From an optimization exercise on the open Yosys and OpenROAD flow, aimed at small area; shortcuts taken in it are not production practice. In this exercise RTL edits were held to simulation tests only and were not proved equivalent to the original.

## design/flow/design.v

```verilog
module aes_key_expander #(
    parameter int unsigned NK_MAX = 8
) (
    input  logic                 clk,
    input  logic                 rst,
    input  logic                 start,
    input  logic [1:0]           key_len,
    input  logic [32*NK_MAX-1:0] key,
    output logic                 busy,
    output logic                 done,
    output logic                 err,
    output logic [3:0]           ready_cnt,
    input  logic                 rd_en,
    input  logic [3:0]           rd_idx,
    input  logic                 rd_inv,
    output logic                 rd_valid,
    output logic                 rd_hit,
    output logic [127:0]         rd_data
);
    localparam int NSLOT = 22;
    function automatic logic [7:0] xtime(input logic [7:0] a);
        xtime = {a[6:0], 1'b0} ^ (a[7] ? 8'h1b : 8'h00);
    endfunction
    logic unused_rd_inv;
    assign unused_rd_inv = rd_inv;
    logic          busy_q, busy_d;
    logic [1:0]    mode_q, mode_d;      
    logic [5:0]    idx_q, idx_d;        
    logic [3:0]    ready_q, ready_d;
    logic          done_q, done_d;
    logic          err_q, err_d;
    logic          rd_valid_q, rd_hit_q, rd_hit_d;
    logic          load_en;
    always_comb begin
        busy_d  = busy_q;
        mode_d  = mode_q;
        idx_d   = idx_q;
        ready_d = ready_q;
        done_d  = done_q;
        err_d   = 1'b0;
        load_en = 1'b0;
        if (!busy_q) begin
            if (start && key_len != 2'd3) begin
                load_en = 1'b1;
                mode_d  = key_len;
                idx_d   = (key_len == 2'd0) ? 6'd4 : (key_len == 2'd1) ? 6'd6 : 6'd8;
                ready_d = (key_len == 2'd2) ? 4'd2 : 4'd1;
                done_d  = 1'b0;
                busy_d  = 1'b1;
            end else if (start) begin
                err_d = 1'b1;
            end
        end else begin
            if (idx_q[1:0] == 2'b11) ready_d = ready_q + 4'd1;
            if ((mode_q == 2'd0 && idx_q == 6'd43) || (mode_q == 2'd1 && idx_q == 6'd51) ||
                idx_q == 6'd59) begin
                busy_d = 1'b0;
                done_d = 1'b1;
            end else begin
                idx_d = idx_q + 6'd1;
            end
        end
    end
    logic [NSLOT-1:0][31:0] slot_q;
    logic [NSLOT-1:0]       slot_we;
    logic [NSLOT-1:0][31:0] slot_wd;
    always_ff @(posedge clk) begin
        for (int p = 0; p < NSLOT; p++)
            if (slot_we[p]) slot_q[p] <= slot_wd[p];
    end
    logic          pa_q, pa_d;          
    logic [1:0]    st_q, st_d;          
    logic          ph_q, ph_d;          
    logic [4:0]    wa_q, wa_d;          
    logic [4:0]    wb_q, wb_d;          
    logic [7:0]    rcon_q, rcon_d;
    logic [31:0]   prev_q, prev_d;      
    logic [15:0]   sb_q, sbi, sbo;      
    logic [4:0]    ws, ts;              
    logic          use_b, wr;
    logic          rot_step, sub_step;
    logic [31:0]   sw, rotw, tap, nw;
    logic [2:0]    tsl;                 
    logic [4:0]    ssl;                 
    logic [4:0]    psl;                 
    logic [18:0]   tpsl;                
    logic [31:0]   k0, k1, k2, k3, k4, k5, k6, k7;
    assign {k0, k1, k2, k3, k4, k5, k6, k7} = key;
    always_comb begin
        pa_d   = pa_q;
        st_d   = st_q;
        ph_d   = ph_q;
        wa_d   = wa_q;
        wb_d   = wb_q;
        rcon_d = rcon_q;
        use_b = (mode_q == 2'd2 && ph_q) || (mode_q == 2'd1 && !ph_q);
        ws = use_b ? wb_q : wa_q;
        ts = (mode_q == 2'd1 && !ph_q) ? wb_q - 5'd2 : ws - 5'd4;
        wr = pa_q && st_q != 2'd0;
        rot_step = (mode_q == 2'd0) || !ph_q;
        sub_step = !(mode_q == 2'd1 && ph_q);
        if (load_en) begin
            pa_d   = 1'b1;
            st_d   = 2'd1;
            ph_d   = 1'b0;
            wa_d   = 5'd4;
            wb_d   = (key_len == 2'd1) ? 5'd14 : 5'd15;
            rcon_d = 8'h01;
        end else if (pa_q && st_q == 2'd0) begin
            st_d = 2'd1;
        end else if (pa_q) begin
            st_d = (mode_q == 2'd1 && !ph_q) ? 2'd2 : 2'd0;
            if (rot_step && sub_step) rcon_d = xtime(rcon_q);
            if (mode_q != 2'd0) ph_d = !ph_q;
            if (use_b) wb_d = wb_q + 5'd1;
            else       wa_d = wa_q + 5'd1;
            if (!use_b && ((mode_q == 2'd0 && wa_q == 5'd13) || (mode_q == 2'd1 && wa_q == 5'd11) ||
                           (mode_q == 2'd2 && wa_q == 5'd10)))
                pa_d = 1'b0;
        end
        if (rst) pa_d = 1'b0;
        ssl = '0;
        if (load_en) ssl[key_len == 2'd0 ? 0 : key_len == 2'd1 ? 1 : 2] = 1'b1;
        else if (st_q == 2'd1) ssl[3] = 1'b1;
        else ssl[4] = 1'b1;
        tsl = {!sub_step, sub_step && !rot_step, sub_step && rot_step};
        psl = '0;
        if (load_en) psl[key_len == 2'd0 ? 0 : key_len == 2'd1 ? 1 : 2] = 1'b1;
        else if (wr) psl[3] = 1'b1;
        else psl[4] = 1'b1;
        for (int p = 0; p < 19; p++)
            tpsl[p] = (ts == 5'(p < 10 ? p : p + 1));
        for (int p = 0; p < NSLOT; p++)
            slot_we[p] = wr && (ws == 5'(p));
        if (load_en) begin
            slot_we[3:0] = '1;
            if (key_len == 2'd2) slot_we[14:11] = '1;
            if (key_len == 2'd1) slot_we[13:12] = '1;
        end
    end
    always_comb begin
        sw   = {sb_q, sbo};
        rotw = {sw[23:16] ^ rcon_q, sw[15:0], sw[31:24]};
    end
    generate
        for (genvar i = 0; i < 16; i++) begin : g_sbi
            aes_sel5 u_s (.d({prev_q[16+i], prev_q[i], k7[16+i], k5[16+i], k3[16+i]}), .s(ssl), .y(sbi[i]));
        end
    endgenerate
    aes_sbox u_sb_hi (.a(sbi[15:8]), .y(sbo[15:8]));
    aes_sbox u_sb_lo (.a(sbi[7:0]),  .y(sbo[7:0]));
    logic [NSLOT*32-1:0] slot_flat;
    always_comb
        for (int p = 0; p < NSLOT; p++) slot_flat[32*p +: 32] = slot_q[p];
    generate
        for (genvar i = 0; i < 32; i++) begin : g_mk
            logic tmp0, tmp;
            logic [18:0] td;
            for (genvar p = 0; p < 19; p++) begin : g_td
                assign td[p] = slot_flat[32*(p < 10 ? p : p + 1) + i];
            end
            aes_sel19 u_tap (.d(td), .s(tpsl), .y(tap[i]));
            aes_g_a22o u_tm0 (.a1(rotw[i]), .b1(tsl[0]), .a2(sw[i]), .b2(tsl[1]), .y(tmp0));
            aes_g_a21o u_tm1 (.a1(prev_q[i]), .a2(tsl[2]), .b(tmp0), .y(tmp));
            aes_g_xor  u_nw (.a(tmp), .b(tap[i]), .y(nw[i]));
            aes_sel5 u_pv (.d({prev_q[i], nw[i], k7[i], k5[i], k3[i]}), .s(psl), .y(prev_d[i]));
        end
    endgenerate
    logic [3:0] s12, s13;
    logic       s11k, s14k;
    always_comb begin
        s11k = load_en && key_len == 2'd2;
        s14k = load_en && key_len == 2'd2;
        s12  = {1'b0, slot_we[12] && !load_en, load_en && key_len == 2'd1, load_en && key_len == 2'd2};
        s13  = {1'b0, slot_we[13] && !load_en, load_en && key_len == 2'd1, load_en && key_len == 2'd2};
    end
    generate
        for (genvar i = 0; i < 32; i++) begin : g_ld
            logic na, nb, nc, nd, ab, cd, e01, e23, e45, e67, e4567, e57, e01b;
            aes_g_mux2i u_a (.a(k0[i]), .b(k2[i]), .s(key_len == 2'd1), .y(na));
            aes_g_mux2i u_b (.a(k1[i]), .b(k3[i]), .s(key_len == 2'd1), .y(nb));
            aes_g_mux2i u_c (.a(k2[i]), .b(k4[i]), .s(key_len == 2'd1), .y(nc));
            aes_g_mux2i u_d (.a(k3[i]), .b(k5[i]), .s(key_len == 2'd1), .y(nd));
            aes_g_xor  u_ab (.a(na), .b(nb), .y(ab));
            aes_g_xor  u_cd (.a(nc), .b(nd), .y(cd));
            aes_g_xor  u_t0 (.a(ab), .b(cd), .y(slot_wd[0][i]));
            aes_g_xor  u_t1 (.a(nb), .b(nd), .y(slot_wd[1][i]));
            assign slot_wd[2][i] = cd;
            aes_g_inv  u_t3 (.a(nd), .y(slot_wd[3][i]));
            aes_g_xor  u_45 (.a(k4[i]), .b(k5[i]), .y(e45));
            aes_g_xor  u_67 (.a(k6[i]), .b(k7[i]), .y(e67));
            aes_g_xor  u_47 (.a(e45), .b(e67), .y(e4567));
            aes_g_xor  u_57 (.a(k5[i]), .b(k7[i]), .y(e57));
            aes_g_xor  u_01 (.a(k0[i]), .b(k1[i]), .y(e01));
            aes_g_sel2 u_w11 (.a(e4567), .sa(s11k), .b(nw[i]), .sb(!s11k), .y(slot_wd[11][i]));
            aes_g_sel3 u_w12 (.a(e57), .sa(s12[0]), .b(e01), .sb(s12[1]), .c(nw[i]), .sc(s12[2]),
                              .y(slot_wd[12][i]));
            aes_g_sel3 u_w13 (.a(e67), .sa(s13[0]), .b(k1[i]), .sb(s13[1]), .c(nw[i]), .sc(s13[2]),
                              .y(slot_wd[13][i]));
            aes_g_sel2 u_w14 (.a(k7[i]), .sa(s14k), .b(nw[i]), .sb(!s14k), .y(slot_wd[14][i]));
            for (genvar p = 4; p < NSLOT; p++) begin : g_nw
                if (p < 11 || p > 14) begin : g_one
                    assign slot_wd[p][i] = nw[i];
                end
            end
        end
    endgenerate
    logic [4:0]    top;                 
    logic [4:0]    hq;                  
    logic [1:0]    cls;                 
    logic [1:0]    rho;
    logic          g;                   
    logic [5:0]    bs0, bs1;            
    logic [4:0]    bs2, bs3, hse, hso;
    logic [5:0]    os0, os2;            
    logic [7:0]    os1, os3;
    logic          htop_od;
    always_comb begin
        cls = 2'd0;
        hq  = 5'd0;
        case (mode_q)
            2'd0: top = 5'(rd_idx) + 5'd3;
            2'd1: begin
                case (rd_idx)
                    4'd0:  begin hq = 5'd0; cls = 2'd1; end
                    4'd1:  begin hq = 5'd1; cls = 2'd2; end
                    4'd2:  begin hq = 5'd1; cls = 2'd0; end
                    4'd3:  begin hq = 5'd2; cls = 2'd1; end
                    4'd4:  begin hq = 5'd3; cls = 2'd2; end
                    4'd5:  begin hq = 5'd3; cls = 2'd0; end
                    4'd6:  begin hq = 5'd4; cls = 2'd1; end
                    4'd7:  begin hq = 5'd5; cls = 2'd2; end
                    4'd8:  begin hq = 5'd5; cls = 2'd0; end
                    4'd9:  begin hq = 5'd6; cls = 2'd1; end
                    4'd10: begin hq = 5'd7; cls = 2'd2; end
                    4'd11: begin hq = 5'd7; cls = 2'd0; end
                    default: begin hq = 5'd8; cls = 2'd1; end
                endcase
                top = hq + 5'd3;
            end
            default: top = rd_idx[0] ? 5'(rd_idx >> 1) + 5'd14 : 5'(rd_idx >> 1) + 5'd3;
        endcase
        rho = top[1:0];
        rd_hit_d = rd_en && (rd_idx < ready_q);
        g = rd_hit_d && !rst;
        for (int r = 0; r < 6; r++) begin
            bs0[r] = (top - 5'(2'(rho - 2'd0)) == 5'(4*r + 0));
            bs1[r] = (top - 5'(2'(rho - 2'd1)) == 5'(4*r + 1));
        end
        for (int r = 0; r < 5; r++) begin
            bs2[r] = (top - 5'(2'(rho - 2'd2)) == 5'(4*r + 2));
            bs3[r] = (top - 5'(2'(rho - 2'd3)) == 5'(4*r + 3));
            hse[r] = (hq + 5'd12 == 5'(12 + 2*r)) || (hq + 5'd13 == 5'(12 + 2*r));
            hso[r] = (hq + 5'd12 == 5'(13 + 2*r)) || (hq + 5'd13 == 5'(13 + 2*r));
        end
        htop_od = !hq[0];    
        os0 = '0; os1 = '0; os2 = '0; os3 = '0;
        case (cls)
            2'd1: begin                                    
                os0[1] = 1'b1;
                os1[htop_od ? 3 : 2] = 1'b1;
                os2[4] = 1'b1;
                os3[rho[0] ? 5 : 4] = 1'b1;
            end
            2'd2: begin                                    
                os0[2 + 32'(2'(rho))] = 1'b1;              
                os1[4 + 32'(2'(rho - 2'd1))] = 1'b1;       
                os2[5] = 1'b1;
                os3[htop_od ? 7 : 6] = 1'b1;
            end
            default: begin
                os0[0] = 1'b1;
                os1[rho[0] ? 1 : 0] = 1'b1;                
                os2[32'(rho)] = 1'b1;                      
                os3[32'(rho)] = 1'b1;                      
            end
        endcase
        os0 = g ? os0 : '0;
        os1 = g ? os1 : '0;
        os2 = g ? os2 : '0;
        os3 = g ? os3 : '0;
    end
    logic [127:0] rd_data_d, rd_data_q;
    generate
        for (genvar i = 0; i < 32; i++) begin : g_rd
            logic b0, b1, b2, b3, hev, hod, x01, x12, x23, x30, x02, x13, xall, hh;
            aes_sel6 u_b0 (.d({slot_q[20][i], slot_q[16][i], slot_q[12][i], slot_q[8][i], slot_q[4][i], slot_q[0][i]}),
                           .s(bs0), .y(b0));
            aes_sel6 u_b1 (.d({slot_q[21][i], slot_q[17][i], slot_q[13][i], slot_q[9][i], slot_q[5][i], slot_q[1][i]}),
                           .s(bs1), .y(b1));
            aes_sel5 u_b2 (.d({slot_q[18][i], slot_q[14][i], slot_q[10][i], slot_q[6][i], slot_q[2][i]}),
                           .s(bs2), .y(b2));
            aes_sel5 u_b3 (.d({slot_q[19][i], slot_q[15][i], slot_q[11][i], slot_q[7][i], slot_q[3][i]}),
                           .s(bs3), .y(b3));
            aes_sel5 u_he (.d({slot_q[20][i], slot_q[18][i], slot_q[16][i], slot_q[14][i], slot_q[12][i]}),
                           .s(hse), .y(hev));
            aes_sel5 u_ho (.d({slot_q[21][i], slot_q[19][i], slot_q[17][i], slot_q[15][i], slot_q[13][i]}),
                           .s(hso), .y(hod));
            aes_g_xor u_01 (.a(b0), .b(b1), .y(x01));
            aes_g_xor u_12 (.a(b1), .b(b2), .y(x12));
            aes_g_xor u_23 (.a(b2), .b(b3), .y(x23));
            aes_g_xor u_30 (.a(b3), .b(b0), .y(x30));
            aes_g_xor u_02 (.a(b0), .b(b2), .y(x02));
            aes_g_xor u_13 (.a(b1), .b(b3), .y(x13));
            aes_g_xor u_al (.a(x02), .b(x13), .y(xall));
            aes_g_xor u_hh (.a(hev), .b(hod), .y(hh));
            aes_sel6 u_o0 (.d({x12, x01, x30, x23, hh, xall}), .s(os0), .y(rd_data_d[96 + i]));
            aes_sel8 u_o1 (.d({b3, b2, b1, b0, hod, hev, x13, x02}), .s(os1), .y(rd_data_d[64 + i]));
            aes_sel6 u_o2 (.d({hh, xall, x23, x12, x01, x30}), .s(os2), .y(rd_data_d[32 + i]));
            aes_sel8 u_o3 (.d({hod, hev, x13, x02, b3, b2, b1, b0}), .s(os3), .y(rd_data_d[i]));
        end
    endgenerate
    always_ff @(posedge clk) begin
        if (rst) begin
            busy_q     <= 1'b0;
            ready_q    <= 4'd0;
            done_q     <= 1'b0;
            err_q      <= 1'b0;
            rd_valid_q <= 1'b0;
            rd_hit_q   <= 1'b0;
        end else begin
            busy_q     <= busy_d;
            ready_q    <= ready_d;
            done_q     <= done_d;
            err_q      <= err_d;
            rd_valid_q <= rd_en;
            rd_hit_q   <= rd_hit_d;
        end
    end
    always_ff @(posedge clk) begin
        rd_data_q <= rd_data_d;
        mode_q    <= mode_d;
        idx_q     <= idx_d;
        pa_q      <= pa_d;
        st_q      <= st_d;
        ph_q      <= ph_d;
        wa_q      <= wa_d;
        wb_q      <= wb_d;
        rcon_q    <= rcon_d;
        prev_q    <= prev_d;
        sb_q      <= sbo;
    end
    assign busy      = busy_q;
    assign done      = done_q;
    assign err       = err_q;
    assign ready_cnt = ready_q;
    assign rd_valid  = rd_valid_q;
    assign rd_hit    = rd_hit_q;
    assign rd_data   = rd_data_q;
endmodule
module aes_sel5 (input logic [4:0] d, input logic [4:0] s, output logic y);
    logic x0, x1, n0, n1;
    aes_g_a22o  u0 (.a1(d[0]), .b1(s[0]), .a2(d[1]), .b2(s[1]), .y(x0));
    aes_g_a22o  u1 (.a1(d[2]), .b1(s[2]), .a2(d[3]), .b2(s[3]), .y(x1));
    aes_g_nor2  u2 (.a(x0), .b(x1), .y(n0));
    aes_g_nand2 u3 (.a(d[4]), .b(s[4]), .y(n1));
    aes_g_nand2 u4 (.a(n0), .b(n1), .y(y));
endmodule
module aes_sel6 (input logic [5:0] d, input logic [5:0] s, output logic y);
    logic x0, x1, x2;
    aes_g_a22o u0 (.a1(d[0]), .b1(s[0]), .a2(d[1]), .b2(s[1]), .y(x0));
    aes_g_a22o u1 (.a1(d[2]), .b1(s[2]), .a2(d[3]), .b2(s[3]), .y(x1));
    aes_g_a22o u2 (.a1(d[4]), .b1(s[4]), .a2(d[5]), .b2(s[5]), .y(x2));
    aes_g_or3  u3 (.a(x0), .b(x1), .c(x2), .y(y));
endmodule
module aes_sel8 (input logic [7:0] d, input logic [7:0] s, output logic y);
    logic [3:0] x;
    for (genvar j = 0; j < 4; j++) begin : g_a
        aes_g_a22o u (.a1(d[2*j]), .b1(s[2*j]), .a2(d[2*j+1]), .b2(s[2*j+1]), .y(x[j]));
    end
    aes_g_or4 u4 (.a(x[0]), .b(x[1]), .c(x[2]), .d(x[3]), .y(y));
endmodule
module aes_sel19 (input logic [18:0] d, input logic [18:0] s, output logic y);
    logic [8:0] x;
    logic       x9, y0, y1;
    for (genvar j = 0; j < 9; j++) begin : g_a
        aes_g_a22o u (.a1(d[2*j]), .b1(s[2*j]), .a2(d[2*j+1]), .b2(s[2*j+1]), .y(x[j]));
    end
    aes_g_and u9  (.a(d[18]), .b(s[18]), .y(x9));
    aes_g_or4 u10 (.a(x[0]), .b(x[1]), .c(x[2]), .d(x[3]), .y(y0));
    aes_g_or4 u11 (.a(x[4]), .b(x[5]), .c(x[6]), .d(x[7]), .y(y1));
    aes_g_or4 u12 (.a(y0), .b(y1), .c(x[8]), .d(x9), .y(y));
endmodule
module aes_g_sel2 (input logic a, input logic sa, input logic b, input logic sb, output logic y);
    logic n0, n1;
    aes_g_nand2 u0 (.a(a), .b(sa), .y(n0));
    aes_g_nand2 u1 (.a(b), .b(sb), .y(n1));
    aes_g_nand2 u2 (.a(n0), .b(n1), .y(y));
endmodule
module aes_g_sel3 (input logic a, input logic sa, input logic b, input logic sb,
                   input logic c, input logic sc, output logic y);
    logic x;
    aes_g_a22o u0 (.a1(a), .b1(sa), .a2(b), .b2(sb), .y(x));
    aes_g_a21o u1 (.a1(c), .a2(sc), .b(x), .y(y));
endmodule
module aes_sbox (
    input  logic [7:0] a,
    output logic [7:0] y
);
    logic U0, U1, U2, U3, U4, U5, U6, U7;
    logic T1, T2, T3, T4, T5, T6, T7, T8, T9, T10, T11, T12;
    logic T13, T14, T15, T16, T17, T18, T19, T20, T21, T22, T23, T24;
    logic T25, T26, T27, M1, M2, M3, M4, M5, M6, M7, M8, M9;
    logic M10, M11, M12, M13, M14, M15, M16, M17, M18, M19, M20, M21;
    logic M22, M23, M24, M25, M26, M27, M28, M29, M30, M31, M32, M33;
    logic M34, M35, M36, M37, M38, M39, M40, M41, M42, M43, M44, M45;
    logic M46, M47, M48, M49, M50, M51, M52, M53, M54, M55, M56, M57;
    logic M58, M59, M60, M61, M62, M63, L0, L1, L2, L3, L4, L5;
    logic L6, L7, L8, L9, L10, L11, L12, L13, L14, L15, L16, L17;
    logic L18, L19, L20, L21, L22, L23, L24, L25, L26, L27, L28, L29;
    logic S0, S1, S2, S3, S4, S5, S6, S7;
    assign {U0, U1, U2, U3, U4, U5, U6, U7} = a;
    aes_g_xor  g0 (.a(U0), .b(U3), .y(T1));
    aes_g_xor  g1 (.a(U0), .b(U5), .y(T2));
    aes_g_xor  g2 (.a(U0), .b(U6), .y(T3));
    aes_g_xor  g3 (.a(U3), .b(U5), .y(T4));
    aes_g_xor  g4 (.a(U4), .b(U6), .y(T5));
    aes_g_xor  g5 (.a(T1), .b(T5), .y(T6));
    aes_g_xor  g6 (.a(U1), .b(U2), .y(T7));
    aes_g_xor  g7 (.a(U7), .b(T6), .y(T8));
    aes_g_xor  g8 (.a(U7), .b(T7), .y(T9));
    aes_g_xor  g9 (.a(T6), .b(T7), .y(T10));
    aes_g_xor  g10 (.a(U1), .b(U5), .y(T11));
    aes_g_xor  g11 (.a(U2), .b(U5), .y(T12));
    aes_g_xor  g12 (.a(T3), .b(T4), .y(T13));
    aes_g_xor  g13 (.a(T6), .b(T11), .y(T14));
    aes_g_xor  g14 (.a(T5), .b(T11), .y(T15));
    aes_g_xor  g15 (.a(T5), .b(T12), .y(T16));
    aes_g_xor  g16 (.a(T9), .b(T16), .y(T17));
    aes_g_xor  g17 (.a(U3), .b(U7), .y(T18));
    aes_g_xor  g18 (.a(T7), .b(T18), .y(T19));
    aes_g_xor  g19 (.a(T1), .b(T19), .y(T20));
    aes_g_xor  g20 (.a(U6), .b(U7), .y(T21));
    aes_g_xor  g21 (.a(T7), .b(T21), .y(T22));
    aes_g_xor  g22 (.a(T2), .b(T22), .y(T23));
    aes_g_xor  g23 (.a(T2), .b(T10), .y(T24));
    aes_g_xor  g24 (.a(T20), .b(T17), .y(T25));
    aes_g_xor  g25 (.a(T3), .b(T16), .y(T26));
    aes_g_xor  g26 (.a(T1), .b(T12), .y(T27));
    aes_g_and  g27 (.a(T13), .b(T6), .y(M1));
    aes_g_and  g28 (.a(T23), .b(T8), .y(M2));
    aes_g_xor  g29 (.a(T14), .b(M1), .y(M3));
    aes_g_and  g30 (.a(T19), .b(U7), .y(M4));
    aes_g_xor  g31 (.a(M4), .b(M1), .y(M5));
    aes_g_and  g32 (.a(T3), .b(T16), .y(M6));
    aes_g_and  g33 (.a(T22), .b(T9), .y(M7));
    aes_g_xor  g34 (.a(T26), .b(M6), .y(M8));
    aes_g_and  g35 (.a(T20), .b(T17), .y(M9));
    aes_g_xor  g36 (.a(M9), .b(M6), .y(M10));
    aes_g_and  g37 (.a(T1), .b(T15), .y(M11));
    aes_g_and  g38 (.a(T4), .b(T27), .y(M12));
    aes_g_xor  g39 (.a(M12), .b(M11), .y(M13));
    aes_g_and  g40 (.a(T2), .b(T10), .y(M14));
    aes_g_xor  g41 (.a(M14), .b(M11), .y(M15));
    aes_g_xor  g42 (.a(M3), .b(M2), .y(M16));
    aes_g_xor  g43 (.a(M5), .b(T24), .y(M17));
    aes_g_xor  g44 (.a(M8), .b(M7), .y(M18));
    aes_g_xor  g45 (.a(M10), .b(M15), .y(M19));
    aes_g_xor  g46 (.a(M16), .b(M13), .y(M20));
    aes_g_xor  g47 (.a(M17), .b(M15), .y(M21));
    aes_g_xor  g48 (.a(M18), .b(M13), .y(M22));
    aes_g_xor  g49 (.a(M19), .b(T25), .y(M23));
    aes_g_xor  g50 (.a(M22), .b(M23), .y(M24));
    aes_g_and  g51 (.a(M22), .b(M20), .y(M25));
    aes_g_xor  g52 (.a(M21), .b(M25), .y(M26));
    aes_g_xor  g53 (.a(M20), .b(M21), .y(M27));
    aes_g_xor  g54 (.a(M23), .b(M25), .y(M28));
    aes_g_and  g55 (.a(M28), .b(M27), .y(M29));
    aes_g_and  g56 (.a(M26), .b(M24), .y(M30));
    aes_g_and  g57 (.a(M20), .b(M23), .y(M31));
    aes_g_and  g58 (.a(M27), .b(M31), .y(M32));
    aes_g_xor  g59 (.a(M27), .b(M25), .y(M33));
    aes_g_and  g60 (.a(M21), .b(M22), .y(M34));
    aes_g_and  g61 (.a(M24), .b(M34), .y(M35));
    aes_g_xor  g62 (.a(M24), .b(M25), .y(M36));
    aes_g_xor  g63 (.a(M21), .b(M29), .y(M37));
    aes_g_xor  g64 (.a(M32), .b(M33), .y(M38));
    aes_g_xor  g65 (.a(M23), .b(M30), .y(M39));
    aes_g_xor  g66 (.a(M35), .b(M36), .y(M40));
    aes_g_xor  g67 (.a(M38), .b(M40), .y(M41));
    aes_g_xor  g68 (.a(M37), .b(M39), .y(M42));
    aes_g_xor  g69 (.a(M37), .b(M38), .y(M43));
    aes_g_xor  g70 (.a(M39), .b(M40), .y(M44));
    aes_g_xor  g71 (.a(M42), .b(M41), .y(M45));
    aes_g_and  g72 (.a(M44), .b(T6), .y(M46));
    aes_g_and  g73 (.a(M40), .b(T8), .y(M47));
    aes_g_and  g74 (.a(M39), .b(U7), .y(M48));
    aes_g_and  g75 (.a(M43), .b(T16), .y(M49));
    aes_g_and  g76 (.a(M38), .b(T9), .y(M50));
    aes_g_and  g77 (.a(M37), .b(T17), .y(M51));
    aes_g_and  g78 (.a(M42), .b(T15), .y(M52));
    aes_g_and  g79 (.a(M45), .b(T27), .y(M53));
    aes_g_and  g80 (.a(M41), .b(T10), .y(M54));
    aes_g_and  g81 (.a(M44), .b(T13), .y(M55));
    aes_g_and  g82 (.a(M40), .b(T23), .y(M56));
    aes_g_and  g83 (.a(M39), .b(T19), .y(M57));
    aes_g_and  g84 (.a(M43), .b(T3), .y(M58));
    aes_g_and  g85 (.a(M38), .b(T22), .y(M59));
    aes_g_and  g86 (.a(M37), .b(T20), .y(M60));
    aes_g_and  g87 (.a(M42), .b(T1), .y(M61));
    aes_g_and  g88 (.a(M45), .b(T4), .y(M62));
    aes_g_and  g89 (.a(M41), .b(T2), .y(M63));
    aes_g_xor  g90 (.a(M61), .b(M62), .y(L0));
    aes_g_xor  g91 (.a(M50), .b(M56), .y(L1));
    aes_g_xor  g92 (.a(M46), .b(M48), .y(L2));
    aes_g_xor  g93 (.a(M47), .b(M55), .y(L3));
    aes_g_xor  g94 (.a(M54), .b(M58), .y(L4));
    aes_g_xor  g95 (.a(M49), .b(M61), .y(L5));
    aes_g_xor  g96 (.a(M62), .b(L5), .y(L6));
    aes_g_xor  g97 (.a(M46), .b(L3), .y(L7));
    aes_g_xor  g98 (.a(M51), .b(M59), .y(L8));
    aes_g_xor  g99 (.a(M52), .b(M53), .y(L9));
    aes_g_xor  g100 (.a(M53), .b(L4), .y(L10));
    aes_g_xor  g101 (.a(M60), .b(L2), .y(L11));
    aes_g_xor  g102 (.a(M48), .b(M51), .y(L12));
    aes_g_xor  g103 (.a(M50), .b(L0), .y(L13));
    aes_g_xor  g104 (.a(M52), .b(M61), .y(L14));
    aes_g_xor  g105 (.a(M55), .b(L1), .y(L15));
    aes_g_xor  g106 (.a(M56), .b(L0), .y(L16));
    aes_g_xor  g107 (.a(M57), .b(L1), .y(L17));
    aes_g_xor  g108 (.a(M58), .b(L8), .y(L18));
    aes_g_xor  g109 (.a(M63), .b(L4), .y(L19));
    aes_g_xor  g110 (.a(L0), .b(L1), .y(L20));
    aes_g_xor  g111 (.a(L1), .b(L7), .y(L21));
    aes_g_xor  g112 (.a(L3), .b(L12), .y(L22));
    aes_g_xor  g113 (.a(L18), .b(L2), .y(L23));
    aes_g_xor  g114 (.a(L15), .b(L9), .y(L24));
    aes_g_xor  g115 (.a(L6), .b(L10), .y(L25));
    aes_g_xor  g116 (.a(L7), .b(L9), .y(L26));
    aes_g_xor  g117 (.a(L8), .b(L10), .y(L27));
    aes_g_xor  g118 (.a(L11), .b(L14), .y(L28));
    aes_g_xor  g119 (.a(L11), .b(L17), .y(L29));
    aes_g_xor  g120 (.a(L6), .b(L24), .y(S0));
    aes_g_xnor g121 (.a(L16), .b(L26), .y(S1));
    aes_g_xnor g122 (.a(L19), .b(L28), .y(S2));
    aes_g_xor  g123 (.a(L6), .b(L21), .y(S3));
    aes_g_xor  g124 (.a(L20), .b(L22), .y(S4));
    aes_g_xor  g125 (.a(L25), .b(L29), .y(S5));
    aes_g_xnor g126 (.a(L13), .b(L27), .y(S6));
    aes_g_xnor g127 (.a(L6), .b(L23), .y(S7));
    assign y = {S0, S1, S2, S3, S4, S5, S6, S7};
endmodule
module aes_g_xor (input logic a, input logic b, output logic y);
    assign y = a ^ b;
endmodule
module aes_g_xnor (input logic a, input logic b, output logic y);
    assign y = ~(a ^ b);
endmodule
module aes_g_and (input logic a, input logic b, output logic y);
    assign y = a & b;
endmodule
module aes_g_inv (input logic a, output logic y);
    assign y = ~a;
endmodule
module aes_g_nand2 (input logic a, input logic b, output logic y);
    assign y = ~(a & b);
endmodule
module aes_g_nand3 (input logic a, input logic b, input logic c, output logic y);
    assign y = ~(a & b & c);
endmodule
module aes_g_nand4 (input logic a, input logic b, input logic c, input logic d, output logic y);
    assign y = ~(a & b & c & d);
endmodule
module aes_g_a22o (input logic a1, input logic b1, input logic a2, input logic b2, output logic y);
    assign y = (a1 & b1) | (a2 & b2);
endmodule
module aes_g_a21o (input logic a1, input logic a2, input logic b, output logic y);
    assign y = (a1 & a2) | b;
endmodule
module aes_g_or3 (input logic a, input logic b, input logic c, output logic y);
    assign y = a | b | c;
endmodule
module aes_g_or4 (input logic a, input logic b, input logic c, input logic d, output logic y);
    assign y = a | b | c | d;
endmodule
module aes_g_nor2 (input logic a, input logic b, output logic y);
    assign y = ~(a | b);
endmodule
module aes_g_mux2i (input logic a, input logic b, input logic s, output logic y);
    assign y = ~(s ? b : a);
endmodule
```

## design/flow/flow/run.sh

```bash
#!/bin/bash
# Layout flow: the standard ORFS flow (standard.sh: unchanged synthesis,
# floorplan, power grid, tap cells, placement, CTS and routing), with two
# settings that ORFS reads from the environment:
#  - every input and output port still gets its own buffer, made from the
#    platform's smallest buffer (buf_1) instead of clkdlybuf4s50_1;
#  - the clock tree uses clkbuf_8 and no dummy loads.
# All of make's output goes to flow.log here; ORFS's per-step logs stay under orfs/logs.
set -euo pipefail
export BUFFER_PORTS_ARGS="-buffer_cell sky130_fd_sc_hd__buf_1"
export CTS_ARGS="-sink_clustering_enable -repair_clock_nets -dont_use_dummy_load -buf_list sky130_fd_sc_hd__clkbuf_8"
bash standard.sh > flow.log 2>&1
```

## design/flow/standard.sh

```bash
#!/bin/bash
# synth_recipe.tcl (not shown) runs the flow's synth.tcl, then flattens the netlist and writes it again
# the make line also repeats each setting of config.mk as NAME=value (left out here)
make -C /OpenROAD-flow-scripts/flow DESIGN_CONFIG=/design/flow/config.mk WORK_HOME=/design/flow/orfs CLKGATE_MAP_FILE= SYNTH_SCRIPT=/design/flow/synth_recipe.tcl "${@:-finish}"
```

## design/flow/config.mk

```make
export PLATFORM = sky130hd
export DESIGN_NAME = aes_key_expander
export DESIGN_NICKNAME = aes_key_expander
export VERILOG_FILES = /design/flow/design.v
export SDC_FILE = /design/flow/constraint.sdc
export NUM_CORES = 4
export LEC_CHECK = 0
export CAP_MARGIN = 20
export CORE_MARGIN = 2
export CORE_UTILIZATION = 40
export SLEW_MARGIN = 20
export SYNTH_HIERARCHICAL = 1
export SYNTH_MINIMUM_KEEP_SIZE = 0
```

## design/flow/constraint.sdc

```tcl
create_clock -name core_clock -period 30.0 [get_ports {clk}]
set_input_delay 6.0000 -clock core_clock [delete_from_list [all_inputs] [get_ports {clk}]]
set_output_delay 6.0000 -clock core_clock [all_outputs]
set_load 0.01 [all_outputs]
```

==> impl_metrics.json, run 1 <==
{
  "syn-num-nets": 5254,
  "drtIter0Drc": 8619,
  "dr_wl_met2_microns": 114000,
  "routabilityCongestion": 0.966,
  "antenna_found_initial": 25,
  "finalInstanceArea_sq_um": 62900,
  "arrival_ns": 15.05,
  "cts_tree": "built",
  "overflow": 0,
  "clockBufferDepth": 3,
  "multi_input_area_sq_um": 29800,
  "htree_levels": 4,
  "die_x_microns": 375,
  "ys_top_cells_by_count": "1378 x a22o_1, 771 x xor2_1, 717 x edfxtp_1",
  "final.period_utilization": 0.475,
  "viasPerCell": 7.02,
  "relSlewSlack": 0.156,
  "worstReg2RegEnd": "prev_q[10]",
  "drive_gt1_frac": 0.0807,
  "synth-edff-count": 717,
  "clk_latency_ns": 0.94,
  "register_area_sq_um": 25600,
  "nets": 5935,
  "slowest_delay_ns": 0.61,
  "holdPathStages": 2,
  "crit_path_frequent_cell": "xor2_1",
  "totalWireLength_microns": 278000,
  "track_usage": 0.380,
  "clk_pin_slew_worst_paths_ns": 0.06,
  "die_h_microns": 375,
  "worstHoldPathType": "reg2reg",
  "vias": 52200,
  "slew_viol_final": 0,
  "syn_to_final_growth_pct": 14.2,
  "io_pins": 404,
  "crit-reg2reg-launch": "busy_q",
  "wl_met3_microns": 43100,
  "timing.final.crit_period_ns": 14.25,
  "die_area_sq_um": 141000,
  "ys_seq_area_frac": 0.464,
  "cap_violations": 0,
  "cts_resized": 0,
  "grt_first_pass_wirelength_microns": 375000,
  "crit_type": "in2reg",
  "setup_viol": 0,
  "fin_tns_setup_ns": 0,
  "synthCells": 4949,
  "ctsHoldBuffers": 0,
  "ant_nets": 0,
  "wl_per_cell_microns": 37.3,
  "dr.pass1.iters": 7,
  "start_kind": "primary input",
  "cts-root-buf": "clkbuf_8",
  "fillers": 12900,
  "crit_start": "key_len[1]",
  "netlist.area_leader.share": 0.391,
  "ys_top_cells_by_area": "edfxtp_1 39%, a22o_1 22%, xor2_1 12%, dfxtp_1 7.3%, nand2_1 4.1%",
  "numCtsBuffers": 165,
  "syn-cell-area_sq_um": 55100,
  "clock_skew_ns": 0.100,
  "grt_max_degree": 81,
  "grt_pass1_vias": 49200,
  "met1Wirelength_microns": 95900,
  "post_cts_buffers": 0,
  "rows": 136,
  "worst_pin_slew_ns": 1.26,
  "cp_slowest_cell": "buf_4",
  "post-synth-top-area-cell": "edfxtp_1",
  "avgSynthCellArea_sq_um": 11.1,
  "ff2ff_setup_slack_ns": 20.51,
  "post-route-util": 0.459,
  "start_util": 0.402,
  "worstPathRequired_ns": 30.81,
  "fmax_mhz": 70.2,
  "grt_setup_unrepaired": "no",
  "postSynthRegisterBits": 919,
  "placed_area_sq_um": 60600,
  "yosys_warnings": 7,
  "dp_hpwl_microns": 167000,
  "synthFlopType": "edfxtp_1",
  "end_kind": "flop",
  "crit_path_max_fanout": 36,
  "core_sq_um": 137000,
  "synth_cell_types": 64,
  "hold_path.startpoint": "prev_q[27]",
  "drc": 0,
  "synthArstFlopShare": 0,
  "min_to": "prev_q[27]",
  "reg2regPathDepth": 33,
  "port-buffer-count": 402,
  "top_layer": "met5",
  "yosysMostFrequentCell": "a22o_1",
  "outcome": "timing/DRC/antenna clean",
  "hold_violations": 0,
  "cts_sinks": 919
}
-- flip-flops by register name, indices dropped and copies added, names as in the netlist, 2 cells and up --
register   cells
slot_q       704
rd_data_q    128
prev_q        32
sb_q          16
rcon_q         8
idx_q          6
wa_q           5
wb_q           5
ready_q        4
mode_q         2
st_q           2
-- through the flow --
stage / cells / setup slack (ns) / hold WS (ns)
3_5_place_dp: 7257 / 15.11 / 0.463
4_1_cts: 7422 / 16.08 / 0.473
3_3_place_gp: 7255 / 14.90 / 0.451
2_1_floorplan: 4949 / 15.69 / 0.440
6_report: 7440 / 15.75 / 0.476
5_1_grt: 7427 / 15.35 / 0.495
-- worst max path at each step --
stage	endpoint	slack (ns)
after detailed placement	prev_q[5]	15.11
after floorplan	prev_q[10]	15.69
after global placement	prev_q[14]	14.90
after CTS	prev_q[10]	16.08
final	prev_q[10]	15.75
after global routing	prev_q[15]	15.35
-- worst max-delay path, delay by kind of cell --
kind / cells / cell delay (ns)
AO/OA/AOI/OAI: 4 / 0.88
XOR/XNOR: 14 / 4.38
buffers and inverters: 6 / 1.87
AND/OR/NAND/NOR: 10 / 1.80
-- Yosys stat by module, one instance, submodules excluded, a selection --
module,times used,cells inside,flip-flops and latches
aes_g_and,100,1,0
aes_g_xnor,8,1,0
aes_key_expander,1,1429,919
aes_g_nand2,544,1,0
aes_g_or4,160,1,0
aes_g_xor,756,1,0
aes_sbox,2,8,0
aes_g_mux2i,128,1,0
aes_g_a22o,1376,1,0
aes_g_a21o,96,1,0
aes_g_nor2,176,1,0
-- layout by cell type (no fill, tap or decap), types with 152 or more instances in the layout --
master	n
nor2_1	224
a22o_1	1378
buf_4	152
edfxtp_1	717
dfxtp_1	202
xor2_1	760
or4_1	160
nand2_1	599
buf_1	402
clkbuf_8	165
-- metal layers --
layer | GRT usage | up-vias
met3 | 0.158 | 1502
met4 | 0.284 | 10
met5 | 0 | -
met2 | 0.547 | 5001
li1 | - | 20600
met1 | 0.451 | 25100
-- area by class of cell --
cell class	count	area share
flip-flops and latches	919	0.406
clock buffers	165	0.0361
well taps	1794	0.0357
repair buffers	555	0.0423
multi-input cells	3920	0.474
diodes	18	0.000716
inverters	69	0.00432
-- cells by family (layout without fill, tap and decap cells) --
kind of cell             after synthesis  in the layout  synth area share
AO/OA/AOI/OAI                       1581           1581             0.247
adder cells (fa/ha/maj)               38             38           0.00863
multiplexers                         145            145            0.0264
XOR/XNOR                             794            794             0.126
flip-flops                           919            919             0.464
buffers and inverters                110            789           0.00927
AND/OR/NAND/NOR                     1362           1362             0.118
other                                  0             18                 0
==> run 2: changes to the inputs <==
--- a/design/flow/config.mk
+++ b/design/flow/config.mk
@@ -7,7 +7,7 @@
 export LEC_CHECK = 0
 export CAP_MARGIN = 20
 export CORE_MARGIN = 2
-export CORE_UTILIZATION = 40
+export CORE_UTILIZATION = 55
 export SLEW_MARGIN = 20
 export SYNTH_HIERARCHICAL = 1
 export SYNTH_MINIMUM_KEEP_SIZE = 0
==> impl_metrics.json, run 2 <==
{
  "dp_hpwl_microns": 160000,
  "rows": 116,
  "syn-cell-area_sq_um": 55100,
  "layout_commonest_cell": "a22o_1",
  "reg2regPathDepth": 34,
  "track_usage": 0.517,
  "timing.final.crit_period_ns": 15.54,
  "ant_nets": 0,
  "worst_pin_slew_ns": 1.36,
  "vias": 53500,
  "fillers": 8450,
  "viasPerCell": 7.71,
  "numCtsBuffers": 158,
  "ff2ff_setup_slack_ns": 19.31,
  "routabilityCongestion": 0.990,
  "totalWireLength_microns": 273000,
  "largestRegisters": "slot_q: 704 flops, rd_data_q: 128 flops, prev_q: 32 flops",
  "worstReg2RegEnd": "prev_q[10]",
  "ys_top_cells_by_count": "1378 x a22o_1, 771 x xor2_1, 717 x edfxtp_1",
  "drtIter0Drc": 9469,
  "hold_violations": 0,
  "drc": 0,
  "cts_tree": "built",
  "start_kind": "primary input",
  "cts_sinks": 919,
  "syn_to_final_growth_pct": 12.7,
  "clock_skew_ns": 0.0933,
  "arrival_ns": 16.27,
  "ys_seq_area_frac": 0.464,
  "ctsHoldBuffers": 0,
  "cts_resized": 0,
  "fin_tns_setup_ns": 0,
  "clk_latency_ns": 0.92,
  "cap_violations": 0,
  "crit_type": "in2reg",
  "crit_path_end": "prev_q[10]",
  "nets": 5923,
  "postSynthRegisterBits": 919,
  "grt_setup_unrepaired": "no",
  "syn-num-nets": 5254,
  "yosys_warnings": 7,
  "grt_first_pass_wirelength_microns": 370000,
  "end_kind": "flop",
  "antenna_found_initial": 21,
  "crit-reg2reg-launch": "busy_q",
  "cts-root-buf": "clkbuf_8",
  "synthFlopType": "edfxtp_1",
  "io_pins": 404,
  "fmax_mhz": 64.4,
  "avgSynthCellArea_sq_um": 11.1,
  "crit_start": "key_len[1]",
  "placed_area_sq_um": 59700,
  "drive_gt1_frac": 0.0778,
  "finalInstanceArea_sq_um": 62000,
  "worstPathRequired_ns": 30.73,
  "post_cts_buffers": 0,
  "final.period_utilization": 0.518,
  "outcome": "timing/DRC/antenna clean",
  "largest_register_ffs": 704,
  "synthArstFlopShare": 0,
  "ys_top_cells_by_area": "edfxtp_1 39%, a22o_1 22%, xor2_1 12%, dfxtp_1 7.3%, nand2_1 4.1%",
  "die_area_sq_um": 103000,
  "post-synth-top-area-cell": "edfxtp_1",
  "grt_pass1_vias": 48200,
  "cp_slowest_cell": "xor2_1",
  "crit_path_max_fanout": 37,
  "die_x_microns": 320,
  "die_h_microns": 320,
  "regMostFlops": "slot_q",
  "place_inst": 6756,
  "core_sq_um": 99700,
  "synth-edff-count": 717,
  "clockBufferDepth": 3,
  "synthCells": 4949,
  "wl_per_cell_microns": 39.4,
  "yosysMostFrequentCell": "a22o_1",
  "overflow": 0,
  "slew_viol_final": 0,
  "relSlewSlack": 0.0910,
  "htree_levels": 4,
  "synth_cell_types": 64,
  "finalNonFillerCells": 6939,
  "netlist.area_leader.share": 0.391,
  "grt_max_degree": 76,
  "start_util": 0.552,
  "setup_viol": 0,
  "port-buffer-count": 402,
  "worstHoldPathType": "reg2reg",
  "clk_pin_slew_worst_paths_ns": 0.06,
  "final_cell_mix": "1378 x a22o_1, 760 x xor2_1, 717 x edfxtp_1, 599 x nand2_1, 402 x buf_1",
  "slowest_delay_ns": 0.73,
  "dr.pass1.iters": 8,
  "crit_path_frequent_cell": "xor2_1"
}
run 2: cell types whose count changed in the layout (fill, tap and decap cells not counted), sizes merged:
cell,change
diode,+7
buf,-5
clkbuf,-7
run 2: critical path: cells and delay by family:
kind	cells	cell delay, ns
AOI/OAI and AO/OA	4	1.10
and+or+nand+nor	10	2.00
buffers and inverters	7	2.29
xor gates and xnor gates	14	4.72
run 2: kinds of logic (layout without fill, tap and decap cells):
logic type / Yosys count / in the layout / share of synthesized area
flops: 919 / 919 / 0.464
xor+xnor: 794 / 794 / 0.126
buf+inv: 110 / 777 / 0.00927
simple gates: 1362 / 1362 / 0.118
other cells: 0 / 25 / 0
fa+ha+maj: 38 / 38 / 0.00863
mux: 145 / 145 / 0.0264
compound gates: 1581 / 1581 / 0.247
run 2: Yosys stat by module, one instance, submodules excluded, excerpt:
module            times used  flops+latches  cells  area (sq um)
aes_g_a21o                96              0      1          7.51
aes_g_a22o              1376              0      1          8.76
aes_g_and                100              0      1          6.26
aes_g_inv                 32              0      1          3.75
aes_g_mux2i              128              0      1          10.0
aes_g_nand2              544              0      1          3.75
aes_g_nor2               176              0      1          3.75
aes_g_or3                128              0      1          6.26
aes_g_or4                160              0      1          7.51
aes_g_xnor                 8              0      1          8.76
aes_g_xor                756              0      1          8.76
aes_key_expander           1            919   1429         28800
aes_sbox                   2              0      8          60.1
run 2: worst min path at each step:
stage / slack, ns / endpoint / cells after the start / from
floorplan: 0.44 / prev_q[0] / 2 / prev_q[0]
global placement: 0.45 / prev_q[27] / 2 / prev_q[27]
detailed placement: 0.46 / prev_q[11] / 2 / prev_q[11]
CTS: 0.47 / prev_q[11] / 2 / prev_q[11]
global route: 0.50 / prev_q[24] / 2 / prev_q[24]
finish: 0.47 / prev_q[11] / 2 / prev_q[11]
run 2: through the flow:
step | utilization | hold WS [ns] | worst slack (ns)
after floorplan | - | 0.440 | 15.69
after global placement | 0.599 | 0.452 | 14.42
after detailed placement | 0.599 | 0.458 | 14.37
after CTS | 0.621 | 0.466 | 15.21
after global routing | 0.622 | 0.499 | 14.29
final | 0.622 | 0.468 | 14.46
run 2: layout make-up:
class | count | area, sq um | area share
Multi-Input combinational cell | 3920 | 29700 | 0.479
Clock buffer | 158 | 2170 | 0.0351
Sequential cell | 919 | 25600 | 0.412
Antenna cell | 25 | 62.6 | 0.00101
Tap cell | 1298 | 1620 | 0.0262
Timing Repair Buffer | 550 | 2640 | 0.0426
Inverter | 69 | 269 | 0.00434
run 2: per-layer routing:
metal	global-route usage	vias up	share of wire
met1	0.631	25300	0.34
met4	0.344	30	0.088
met5	0.0260	-	0.0014
met2	0.690	5772	0.38
li1	-	20600	-
met3	0.285	1762	0.19
==> run 3: changes to the inputs <==
==> design/flow/flow/run.sh (replaced) <==
#!/bin/bash
# Layout flow: the standard ORFS flow (standard.sh: unchanged synthesis,
# floorplan, power grid, tap cells, placement, CTS and routing), with two
# settings that ORFS reads from the environment:
#  - every input and output port still gets its own buffer, made from the
#    platform's smallest buffer (buf_1) instead of clkdlybuf4s50_1;
#  - the clock tree uses clkbuf_4 and no dummy loads.
# All of make's output goes to flow.log here; ORFS's per-step logs stay under orfs/logs.
set -euo pipefail
export BUFFER_PORTS_ARGS="-buffer_cell sky130_fd_sc_hd__buf_1"
export CTS_ARGS="-sink_clustering_enable -repair_clock_nets -dont_use_dummy_load -buf_list sky130_fd_sc_hd__clkbuf_4"
bash standard.sh > flow.log 2>&1
--- a/design/flow/config.mk
+++ b/design/flow/config.mk
@@ -7,7 +7,7 @@
 export LEC_CHECK = 0
 export CAP_MARGIN = 20
 export CORE_MARGIN = 2
-export CORE_UTILIZATION = 55
+export CORE_UTILIZATION = 40
 export SLEW_MARGIN = 20
 export SYNTH_HIERARCHICAL = 1
 export SYNTH_MINIMUM_KEEP_SIZE = 0
==> impl_metrics.json, run 3 <==
{
  "fillers": 13000,
  "dp_hpwl_microns": 167000,
  "avgSynthCellArea_sq_um": 11.1,
  "core_sq_um": 137000,
  "synthArstFlopShare": 0,
  "nets": 6045,
  "reg2regPathDepth": 33,
  "track_usage": 0.381,
  "synth-edff-count": 717,
  "slowest_delay_ns": 0.60,
  "ctsHoldBuffers": 0,
  "synthCells": 4949,
  "totalWireLength_microns": 279000,
  "drive_gt1_frac": 0.0983,
  "vias": 52900,
  "yosysMostFrequentCell": "a22o_1",
  "start_kind": "primary input",
  "crit_path_max_fanout": 36,
  "hold_violations": 0,
  "clk_latency_ns": 1.34,
  "yosys_warnings": 7,
  "timing.final.ws_setup_ns": 15.97,
  "dr.pass1.iters": 8,
  "numCtsBuffers": 275,
  "slew_viol_final": 0,
  "overflow": 0,
  "rows": 136,
  "dp_worst_setup_slack_ns": 15.11,
  "drtIter0Drc": 8571,
  "ff2ff_setup_slack_ns": 20.31,
  "crit_path_frequent_cell": "xor2_1",
  "holdPathStages": 2,
  "fin_tns_setup_ns": 0,
  "worstHoldPathType": "reg2reg",
  "cts_tree": "built",
  "hold_path.startpoint": "prev_q[25]",
  "worst_pin_slew_ns": 1.20,
  "cts_resized": 0,
  "cp_top_family": "XOR/XNOR gates",
  "end_kind": "flop",
  "viasPerCell": 7.01,
  "ys_seq_area_frac": 0.464,
  "start_util": 0.402,
  "die_area_sq_um": 141000,
  "timing.final.crit_period_ns": 14.03,
  "syn_to_final_growth_pct": 13.9,
  "crit-reg2reg-launch": "busy_q",
  "drc": 0,
  "post_cts_buffers": 0,
  "post-synth-top-area-cell": "edfxtp_1",
  "grt_pass1_vias": 49900,
  "outcome": "timing/DRC/antenna clean",
  "die_x_microns": 375,
  "synthFlopType": "edfxtp_1",
  "min_to": "prev_q[25]",
  "io_pins": 404,
  "crit_type": "in2reg",
  "setup_viol": 0,
  "worstReg2RegEnd": "prev_q[10]",
  "ys_top_cells_by_area": "edfxtp_1 39%, a22o_1 22%, xor2_1 12%, dfxtp_1 7.3%, nand2_1 4.1%",
  "post-route-util": 0.458,
  "syn-cell-area_sq_um": 55100,
  "synth_cell_types": 64,
  "die_h_microns": 375,
  "largest_register_ffs": 704,
  "final.period_utilization": 0.468,
  "arrival_ns": 15.23,
  "crit_start": "key_len[1]",
  "cts-root-buf": "clkbuf_4",
  "worstPathRequired_ns": 31.20,
  "clockBufferDepth": 4,
  "relSlewSlack": 0.197,
  "port-buffer-count": 402,
  "layout_commonest_cell": "a22o_1",
  "cts_sinks": 919,
  "grt_max_degree": 81,
  "final_cell_mix": "1378 x a22o_1, 760 x xor2_1, 717 x edfxtp_1, 599 x nand2_1, 402 x buf_1",
  "largestRegisters": "slot_q: 704 flops, rd_data_q: 128 flops, prev_q: 32 flops",
  "syn-num-nets": 5254,
  "wl_per_cell_microns": 36.9,
  "antenna_found_initial": 20,
  "clock_skew_ns": 0.123,
  "cp_slowest_cell": "buf_4",
  "ant_nets": 0,
  "regMostFlops": "slot_q",
  "grt_setup_unrepaired": "no",
  "routabilityCongestion": 0.966,
  "postSynthRegisterBits": 919,
  "clk_pin_slew_worst_paths_ns": 0.06,
  "path_buf_inv": 6,
  "netlist.area_leader.share": 0.391,
  "ys_top_cells_by_count": "1378 x a22o_1, 771 x xor2_1, 717 x edfxtp_1",
  "htree_levels": 5,
  "fmax_mhz": 71.3,
  "grt_first_pass_wirelength_microns": 376000,
  "cap_violations": 0
}
[run 3: metal layers]
metal,share of wire,wire length (microns),up-vias,global-route usage
met1,0.34,95700,25200,0.451
met2,0.41,114000,5183,0.548
met3,0.16,44300,1570,0.165
met5,0.00047,130,-,0.00103
li1,-,-,21000,-
met4,0.089,24900,14,0.280
[run 3: cells by family after synthesis]
family	after synthesis	synth area share
simple gates	1362	0.118
compound gates	1581	0.247
xor+xnor	794	0.126
flops	919	0.464
fa+ha+maj	38	0.00863
buf+inv	110	0.00927
mux	145	0.0264
[run 3: per-module statistics from Yosys, one instance, submodules excluded, excerpt]
module,cells,times used,flops+latches,area (sq um)
aes_sbox,8,2,0,60.1
aes_key_expander,1429,1,919,28800
aes_g_inv,1,32,0,3.75
aes_g_nand2,1,544,0,3.75
aes_g_a22o,1,1376,0,8.76
aes_g_nor2,1,176,0,3.75
aes_g_xor,1,756,0,8.76
aes_g_mux2i,1,128,0,10.0
aes_g_or3,1,128,0,6.26
aes_g_a21o,1,96,0,7.51
aes_g_xnor,1,8,0,8.76
aes_g_or4,1,160,0,7.51
aes_g_and,1,100,0,6.26
[run 3: final cells by class]
type,count,area (sq um),share of cell area
flip-flops and latches,919,25600,0.408
multi-input cells,3920,29800,0.476
clock buffers,275,2060,0.0329
inverters,69,272,0.00433
diodes,25,62.6,0.000997
repair buffers,555,2660,0.0424
well taps,1794,2240,0.0358
[run 3: worst max path at each step]
| stage | slack, ns | endpoint | depth (start not counted) |
|---|---|---|---|
| 6_report | 15.97 | prev_q[10] | 34 |
| 5_1_grt | 15.63 | prev_q[10] | 34 |
| 4_1_cts | 16.46 | prev_q[5] | 33 |
| 3_5_place_dp | 15.11 | prev_q[5] | 33 |
| 3_3_place_gp | 14.90 | prev_q[14] | 33 |
| 2_1_floorplan | 15.69 | prev_q[10] | 28 |
[run 3: tightest hold or removal path, delay by kind of cell (launching register included)]
kind	cells	cell delay [ns]
DFF	1	0.32
and+or+nand+nor	2	0.10
[run 3: through the flow]
stage	instances	hold WS [ns]	cell area (sq um)
detailed placement	7257	0.463	60600
global route	7540	0.495	62700
finish	7557	0.473	62700
floorplan	4949	0.440	55100
global placement	7255	0.451	60500
CTS	7532	0.472	62600

==> port drivers added, routing unchanged <==
Ports are ideal in the flow. The routed layouts listed here were re-timed in OpenROAD. Step 1: set_driving_cell puts a clkbuf_16 on clk and a buf_2 on each other input, an assumption about the parent block. Step 2 times the ports against the registers' clock, not the clock port: input delays grow and output delays shrink by t, the midpoint of the rising clock arrivals with the driver on. Three values: ideal, step 1, step 2; two values: the first two.
| run | t (ns) | setup WS [ns] | hold slack, ns | worst setup path at the end | worst data-port slew with drivers (ns) |
|---|---|---|---|---|---|
| run 1 | 0.970 | 15.755 / 15.811 / 14.841 | 0.476 / 0.476 / 0.476 | input to register | 0.16 |
| run 2 | 0.948 | 14.461 / 14.516 / 13.568 | 0.468 / 0.468 / 0.468 | input to register | 0.17 |
| run 3 | 1.355 | 15.974 / 16.027 / 14.672 | 0.473 / 0.473 / 0.473 | input to register | 0.17 |
After both steps setup and hold are still met in every run listed. The setup slack of run 3, which loses most, moves by +0.053 ns with the drivers and by -1.302 ns with both steps.
